This is an optimization exercise on Yosys and OpenROAD, whose aim is a short achievable clock period, not a production implementation. The RTL was checked by simulation tests, not by an equivalence proof against the original design. Power and IR drop assume default switching activity.

$ cat design/flow/run.sh
#!/bin/bash
# synth_recipe.tcl (not shown) runs the flow's synth.tcl, then flattens the netlist and writes it again
# the make line also repeats each setting of config.mk as NAME=value (left out here)
make -C /OpenROAD-flow-scripts/flow DESIGN_CONFIG=/design/flow/config.mk WORK_HOME=/design/flow/orfs CLKGATE_MAP_FILE= SYNTH_SCRIPT=/design/flow/synth_recipe.tcl finish
$ cat design/flow/config.mk
export PLATFORM = sky130hd
export DESIGN_NAME = cclu_multi_entry
export DESIGN_NICKNAME = cclu_multi_entry
export VERILOG_FILES = /design/flow/design.v
export SDC_FILE = /design/flow/constraint.sdc
export NUM_CORES = 4
export LEC_CHECK = 0
export ABC_CLOCK_PERIOD_IN_PS = 6000
export CAP_MARGIN = 20
export CORE_MARGIN = 2
export CORE_UTILIZATION = 40
export PLACE_DENSITY = 0.6
export SETUP_SLACK_MARGIN = 0.5
export SLEW_MARGIN = 20
$ cat design/flow/constraint.sdc
create_clock -name core_clock -period 8.5 [get_ports {clk}]
set_input_delay 1.7000 -clock core_clock [delete_from_list [all_inputs] [get_ports {clk}]]
set_output_delay 1.7000 -clock core_clock [all_outputs]
set_load 0.01 [all_outputs]
$ cat design/flow/design.v
module cclu_multi_entry #(
  parameter int AW           = 32,
  parameter int TW           = 32,
  parameter int CW           = 32,
  parameter int DEPTH        = 16,
  parameter int REPLACE_MODE = 0
) (
  input  logic                         clk,
  input  logic                         reset,
  input  logic                         cmd_valid,
  output logic                         cmd_ready,
  input  logic [1:0]                   command,
  input  logic [AW-1:0]                addres_in,
  input  logic [TW-1:0]                target_in,
  input  logic [CW-1:0]                counter_in,
  output logic                         valid,
  output logic                         hit,
  output logic                         error,
  output logic [TW-1:0]                target_out,
  output logic                         isFull,
  output logic                         isEmpty,
  output logic [$clog2(DEPTH+1)-1:0]   occupancy
);
  localparam int OW = $clog2(DEPTH+1);
  localparam int IW = $clog2(DEPTH);
  localparam logic [1:0] CMD_ACCESS = 2'b01;
  localparam logic [1:0] CMD_POP    = 2'b10;
  localparam logic [1:0] CMD_FLUSH  = 2'b11;
  typedef enum logic [0:0] {ST_IDLE = 1'b0, ST_FLUSH = 1'b1} state_t;
  state_t          state_r, state_s;
  logic [AW-1:0]   addr_r [DEPTH];
  logic [TW-1:0]   tgt_r  [DEPTH];
  logic [CW-1:0]   cnt_r  [DEPTH];
  logic [AW-1:0]   addr_s [DEPTH];
  logic [TW-1:0]   tgt_s  [DEPTH];
  logic [CW-1:0]   cnt_s  [DEPTH];
  logic [OW-1:0]   occ_r, occ_s;
  logic            valid_s, hit_s, error_s;
  logic [TW-1:0]   tout_s;
  logic            match_found;
  logic [IW-1:0]   match_idx;
  assign occupancy = occ_r;
  always_ff @(posedge clk or posedge reset) begin
    if (reset) begin
      state_r <= ST_IDLE;
    end else begin
      state_r <= state_s;
    end
  end
  always_comb begin
    state_s = ST_IDLE;
    case (state_r)
      ST_IDLE: begin
        if (cmd_valid && (command == CMD_FLUSH) && (occ_r != {OW{1'b0}})) begin
          state_s = ST_FLUSH;
        end else begin
          state_s = ST_IDLE;
        end
      end
      ST_FLUSH: begin
        if (occ_r == OW'(1)) begin
          state_s = ST_IDLE;
        end else begin
          state_s = ST_FLUSH;
        end
      end
      default: state_s = ST_IDLE;
    endcase
  end
  always_comb begin
    cmd_ready = 1'b0;
    if ((state_r == ST_IDLE) && !reset) begin
      cmd_ready = 1'b1;
    end else begin
      cmd_ready = 1'b0;
    end
  end
  always_comb begin
    match_found = 1'b0;
    match_idx   = {IW{1'b0}};
    for (int i = 0; i < DEPTH; i++) begin
      if (!match_found && (i < int'(occ_r)) && (addr_r[i] == addres_in)) begin
        match_found = 1'b1;
        match_idx   = IW'(i);
      end else begin
        match_found = match_found;
      end
    end
  end
  always_comb begin
    for (int i = 0; i < DEPTH; i++) begin
      addr_s[i] = addr_r[i];
      tgt_s[i]  = tgt_r[i];
      cnt_s[i]  = cnt_r[i];
    end
    occ_s   = occ_r;
    valid_s = 1'b0;
    hit_s   = 1'b0;
    error_s = 1'b0;
    tout_s  = target_out;
    if (state_r == ST_FLUSH) begin
      occ_s = occ_r - OW'(1);
      if (occ_r == OW'(1)) begin
        valid_s = 1'b1;
      end else begin
        valid_s = 1'b0;
      end
    end else if (cmd_valid) begin
      case (command)
        CMD_ACCESS: begin
          if (match_found) begin
            valid_s = 1'b1;
            hit_s   = 1'b1;
            tout_s  = tgt_r[match_idx];
            if (cnt_r[match_idx] == CW'(1)) begin
              for (int i = 0; i < DEPTH - 1; i++) begin
                if (i >= int'(match_idx)) begin
                  addr_s[i] = addr_r[i+1];
                  tgt_s[i]  = tgt_r[i+1];
                  cnt_s[i]  = cnt_r[i+1];
                end else begin
                  addr_s[i] = addr_r[i];
                end
              end
              occ_s = occ_r - OW'(1);
            end else begin
              cnt_s[match_idx] = cnt_r[match_idx] - CW'(1);
            end
          end else if (counter_in == {CW{1'b0}}) begin
            error_s = 1'b1;
          end else if (counter_in == CW'(1)) begin
            valid_s = 1'b1;
            tout_s  = target_in;
          end else if (occ_r != OW'(DEPTH)) begin
            for (int i = 0; i < DEPTH; i++) begin
              if (i == int'(occ_r)) begin
                addr_s[i] = addres_in;
                tgt_s[i]  = target_in;
                cnt_s[i]  = counter_in - CW'(1);
              end else begin
                addr_s[i] = addr_s[i];
              end
            end
            occ_s   = occ_r + OW'(1);
            valid_s = 1'b1;
            tout_s  = target_in;
          end else if (REPLACE_MODE == 0) begin
            error_s = 1'b1;
          end else begin
            for (int i = 0; i < DEPTH - 1; i++) begin
              addr_s[i] = addr_r[i+1];
              tgt_s[i]  = tgt_r[i+1];
              cnt_s[i]  = cnt_r[i+1];
            end
            addr_s[DEPTH-1] = addres_in;
            tgt_s[DEPTH-1]  = target_in;
            cnt_s[DEPTH-1]  = counter_in - CW'(1);
            valid_s = 1'b1;
            tout_s  = target_in;
          end
        end
        CMD_POP: begin
          if (occ_r != {OW{1'b0}}) begin
            for (int i = 0; i < DEPTH - 1; i++) begin
              addr_s[i] = addr_r[i+1];
              tgt_s[i]  = tgt_r[i+1];
              cnt_s[i]  = cnt_r[i+1];
            end
            occ_s   = occ_r - OW'(1);
            valid_s = 1'b1;
            tout_s  = tgt_r[0];
          end else begin
            error_s = 1'b1;
          end
        end
        CMD_FLUSH: begin
          if (occ_r == {OW{1'b0}}) begin
            valid_s = 1'b1;
          end else begin
            valid_s = 1'b0;
          end
        end
        default: begin
          valid_s = 1'b0;
        end
      endcase
    end else begin
      valid_s = 1'b0;
    end
  end
  always_ff @(posedge clk or posedge reset) begin
    if (reset) begin
      for (int i = 0; i < DEPTH; i++) begin
        addr_r[i] <= {AW{1'b0}};
        tgt_r[i]  <= {TW{1'b0}};
        cnt_r[i]  <= {CW{1'b0}};
      end
      occ_r      <= {OW{1'b0}};
      valid      <= 1'b0;
      hit        <= 1'b0;
      error      <= 1'b0;
      target_out <= {TW{1'b0}};
      isFull     <= 1'b0;
      isEmpty    <= 1'b1;
    end else begin
      for (int i = 0; i < DEPTH; i++) begin
        addr_r[i] <= addr_s[i];
        tgt_r[i]  <= tgt_s[i];
        cnt_r[i]  <= cnt_s[i];
      end
      occ_r      <= occ_s;
      valid      <= valid_s;
      hit        <= hit_s;
      error      <= error_s;
      target_out <= tout_s;
      isFull     <= (occ_s == OW'(DEPTH));
      isEmpty    <= (occ_s == {OW{1'b0}});
    end
  end
endmodule
==> metrics.cfg <==
[synth]
synth_top_area_share = 0.466
ys.flop_type = dfrtp_1
synth.avg_cell_area_sq_um = 8.61
synthCells = 9840
syn_area_sq_mm = 0.0847
synth_area_leaders = dfrtp_1 (47%), a21oi_1 (11%), nor2_1 (4.7%), nand2_1 (4.5%), o21ai_0 (3.4%)
synthArstFlopShare = 1.00
ys_ff_latch = 1579
synth_top_cell_by_area = dfrtp_1
ys_warn_count = 7
syn_nets = 9954
yosysSeqAreaShare = 0.466
synth_cell_type_count = 101
synth-edff-count = 0

[place]
gp_congestion = 1.04
dpl_worst_slack_ns = -0.626
port_buffers = 143
hpwl_um = 278000

[final_layout]
final_nets = 10600
layout-drive-gt1-share = 0.161
syn_to_final_growth_pct = 24.0

[routing]
routedWlPerCell_um = 28.5
vias_per_cell = 6.12
dr.pass1.iters = 12
drt_iter0_drc = 10400
wirelength_um = 383000
ant_nets = 0
vias = 82200
drc = 0

[clocking]
tritoncts = yes
cts_buffer_depth = 3
numCtsBuffers = 183
path_clk_slew_ns = 0.06
worstSkewPairLatency_ns = 0.88
clock_sinks = 1579
cts-hold-fix-buffers = 0
clockRootBuffer = clkbuf_16
cts_max_level = 4

[die]
die_height_um = 464
die_area_sq_mm = 0.216
initial_core_util = 0.404
ios = 144
core-area_sq_mm = 0.210
die_w_um = 464
num_rows = 168

[run]
cap_violations = 0

[worst_hold_path]
min_from = tgt_r[0][17]
holdCritPathClass = reg2reg

[global_route]
grt_antenna_before_repair = 13
grt_first_pass_wirelength_um = 554000
grt_max_degree = 136
grt-ovfl-total = 0
grt_pass1_vias = 78500
grt.total_usage = 0.345

[sta]
slew_headroom = 0.192
tightest_slew_ns = 1.21
finalMaxSlewViolations = 0
finalCritPeriodShare = 0.933
worst_slack_ns = 0.567
min_period_ns = 7.93
clock_skew_ns = 0.0556
hold_violations = 0
max_freq_ghz = 0.126
finalSetupViolCount = 0
rsz0062_at_grt = no

[worst_setup_path]
endpoint_kind = register
worstSetupPathType = in2reg
required_ns = 9.24
slowest_delay_ns = 0.72
worst_setup_path_start_kind = primary input
critPathMostFrequentCell = buf_4
r2r-start = occ_r[2]
arrival_ns = 8.68
crit_fanout = 26
cpMaxStageDelayCell = a2111oi_0
crit_path_start = addres_in[27]

[outcome]
status = finished clean

[pwr]
vdd_ir_drop_max_mv = 0.218
power_w = 0.0343
power.density_mw_per_mm2 = 326
leakage_nw = 44.0

-- worst max-delay path: cells and delay by family --
| kind | cells | cell delay (ns) |
|---|---|---|
| AO/OA/AOI/OAI | 8 | 2.15 |
| XOR/XNOR | 1 | 0.32 |
| buffers and inverters | 12 | 2.51 |
| AND/OR/NAND/NOR | 8 | 1.94 |
-- final timing paths --
kind,endpoint,slack (ns),cells after the start
worst max-delay path,cnt_r[4][25],0.57,29
worst min-delay path,tgt_r[0][17],0.49,2
worst max register to register,tgt_r[6][29],1.02,27
worst min register to register,tgt_r[0][17],0.49,2
max in group asynchronous,cnt_r[10][6],5.13,5
min in group asynchronous,tgt_r[15][27],1.40,2
-- cell usage after synthesis, types with 15 or more instances --
library cell and count:
a211oi_1 22, a21o_1 18, a21oi_1 1806, a221oi_1 22, a222oi_1 106, a22o_1 21
a22oi_1 63, a31oi_1 353, and2_1 88, and3_1 61, and4_1 28, buf_1 24
buf_2 202, buf_4 44, clkbuf_1 603, dfrtp_1 1578, inv_1 254, mux2_2 79
mux2i_1 202, nand2_1 1021, nand2b_1 15, nand3_1 125, nand4_1 189, nand4b_1 17
nor2_1 1051, nor3_1 83, nor4_1 144, nor4b_1 18, o211ai_1 74, o21a_1 24
o21ai_0 577, o22ai_1 25, or3_1 21, or4_1 26, xnor2_1 275, xor2_1 298
-- cell families (layout without fill, tap and decap cells) --
family          after synthesis  in the layout  share of synthesized area
buf+inv                    1130           1911                     0.0552
simple gates               2964           2964                      0.159
compound gates             3300           3300                      0.224
mux                         281            281                     0.0344
xor+xnor                    573            573                     0.0592
flops                      1579           1579                      0.466
other cells                   0             10                          0
fa+ha+maj                    13             13                    0.00192
-- area by class of cell --
class	instances	area [sq um]
clock inverter	75	1120
antenna	10	25.0
multi-input combinational	7131	41300
timing repair buffer	1319	13300
fill	19500	105000
tap	2805	3510
sequential	1579	39500
inverter	255	961
clock buffer	262	5360
-- registers in the layout, summed over array words and instances (netlist names) --
signal / cells
addr_r: 512
cnt_r: 512
tgt_r: 512
state_r: 1
isEmpty: 1
error: 1
target_out: 32
occ_r: 5
isFull: 1
valid: 1
hit: 1
-- power by group --
group | switching, W | internal, W
sequential | 0.00357 | 0.0112
combinational | 0.00632 | 0.00469
clock | 0.00352 | 0.00500
-- stage by stage --
| stage | area [sq um] | std cells | hold slack, ns | TNS (ns) | utilization |
|---|---|---|---|---|---|
| 2_1_floorplan | 84800 | 9840 | 0.450 | - | - |
| 3_5_place_dp | 98300 | 13100 | 0.471 | -611.65 | 0.468 |
| 5_1_grt | 105000 | 13400 | 0.503 | 0 | 0.501 |
| 3_3_place_gp | 98300 | 13100 | 0.462 | -727.22 | 0.468 |
| 4_1_cts | 105000 | 13400 | 0.484 | 0 | 0.499 |
| 6_report | 105000 | 13400 | 0.485 | 0 | 0.501 |
-- cell usage in the layout, fill, tap and decap left out, drive strengths merged, types with 202 or more instances in the layout --
cell type and n:
mux2i 202, nand2 1022, a31oi 356, o21ai 591, nor2 1051, a21oi 1806
buf 1176, clkbuf 262, inv 258, xor2 298, xnor2 275, dfrtp 1578
-- layer usage --
| metal | share of wire | vias to the layer above | global-route usage |
|---|---|---|---|
| met4 | 0.057 | 2 | 0.169 |
| met3 | 0.097 | 918 | 0.0820 |
| met2 | 0.43 | 4287 | 0.513 |
| li1 | - | 36200 | - |
| met1 | 0.41 | 40900 | 0.472 |
| met5 | 0.000021 | - | 0 |
-- repair_timing --
| item | 4_1_cts | 5_1_grt |
|---|---|---|
| setup endpoints to repair | 1117 | 1252 |
| endpoints found under the hold margin | 0 | 0 |
| pin swaps | 1 | 3 |
| resized for setup | 7 | 41 |
| buffers inserted | 0 | 2 |

[what the ideal ports hide]
The results above use ideal ports. As a check the final layout listed here was re-extracted and re-timed, cells and wires unchanged. Step 1, drivers: a clkbuf_16 drives clk and a buf_2 each remaining input, both assumed. Step 2 also shifts input and output timing later by t, the mid clock arrival at the registers, as if the neighbouring blocks saw the same clock. Slacks: no drivers / after step 1 / after step 2; pairs: no drivers / after step 1.
t, ns: 0.941
setup slack, ns: 0.567 / 0.634 / -0.307
clock arrival spread, ns: 0.055 / 0.056
worst slew at a driven data input, ns: 0.15
Met with ideal ports but missed after step 2: setup timing in this run. The setup slack of this run moves by +0.067 ns with the drivers and by -0.874 ns with both steps.
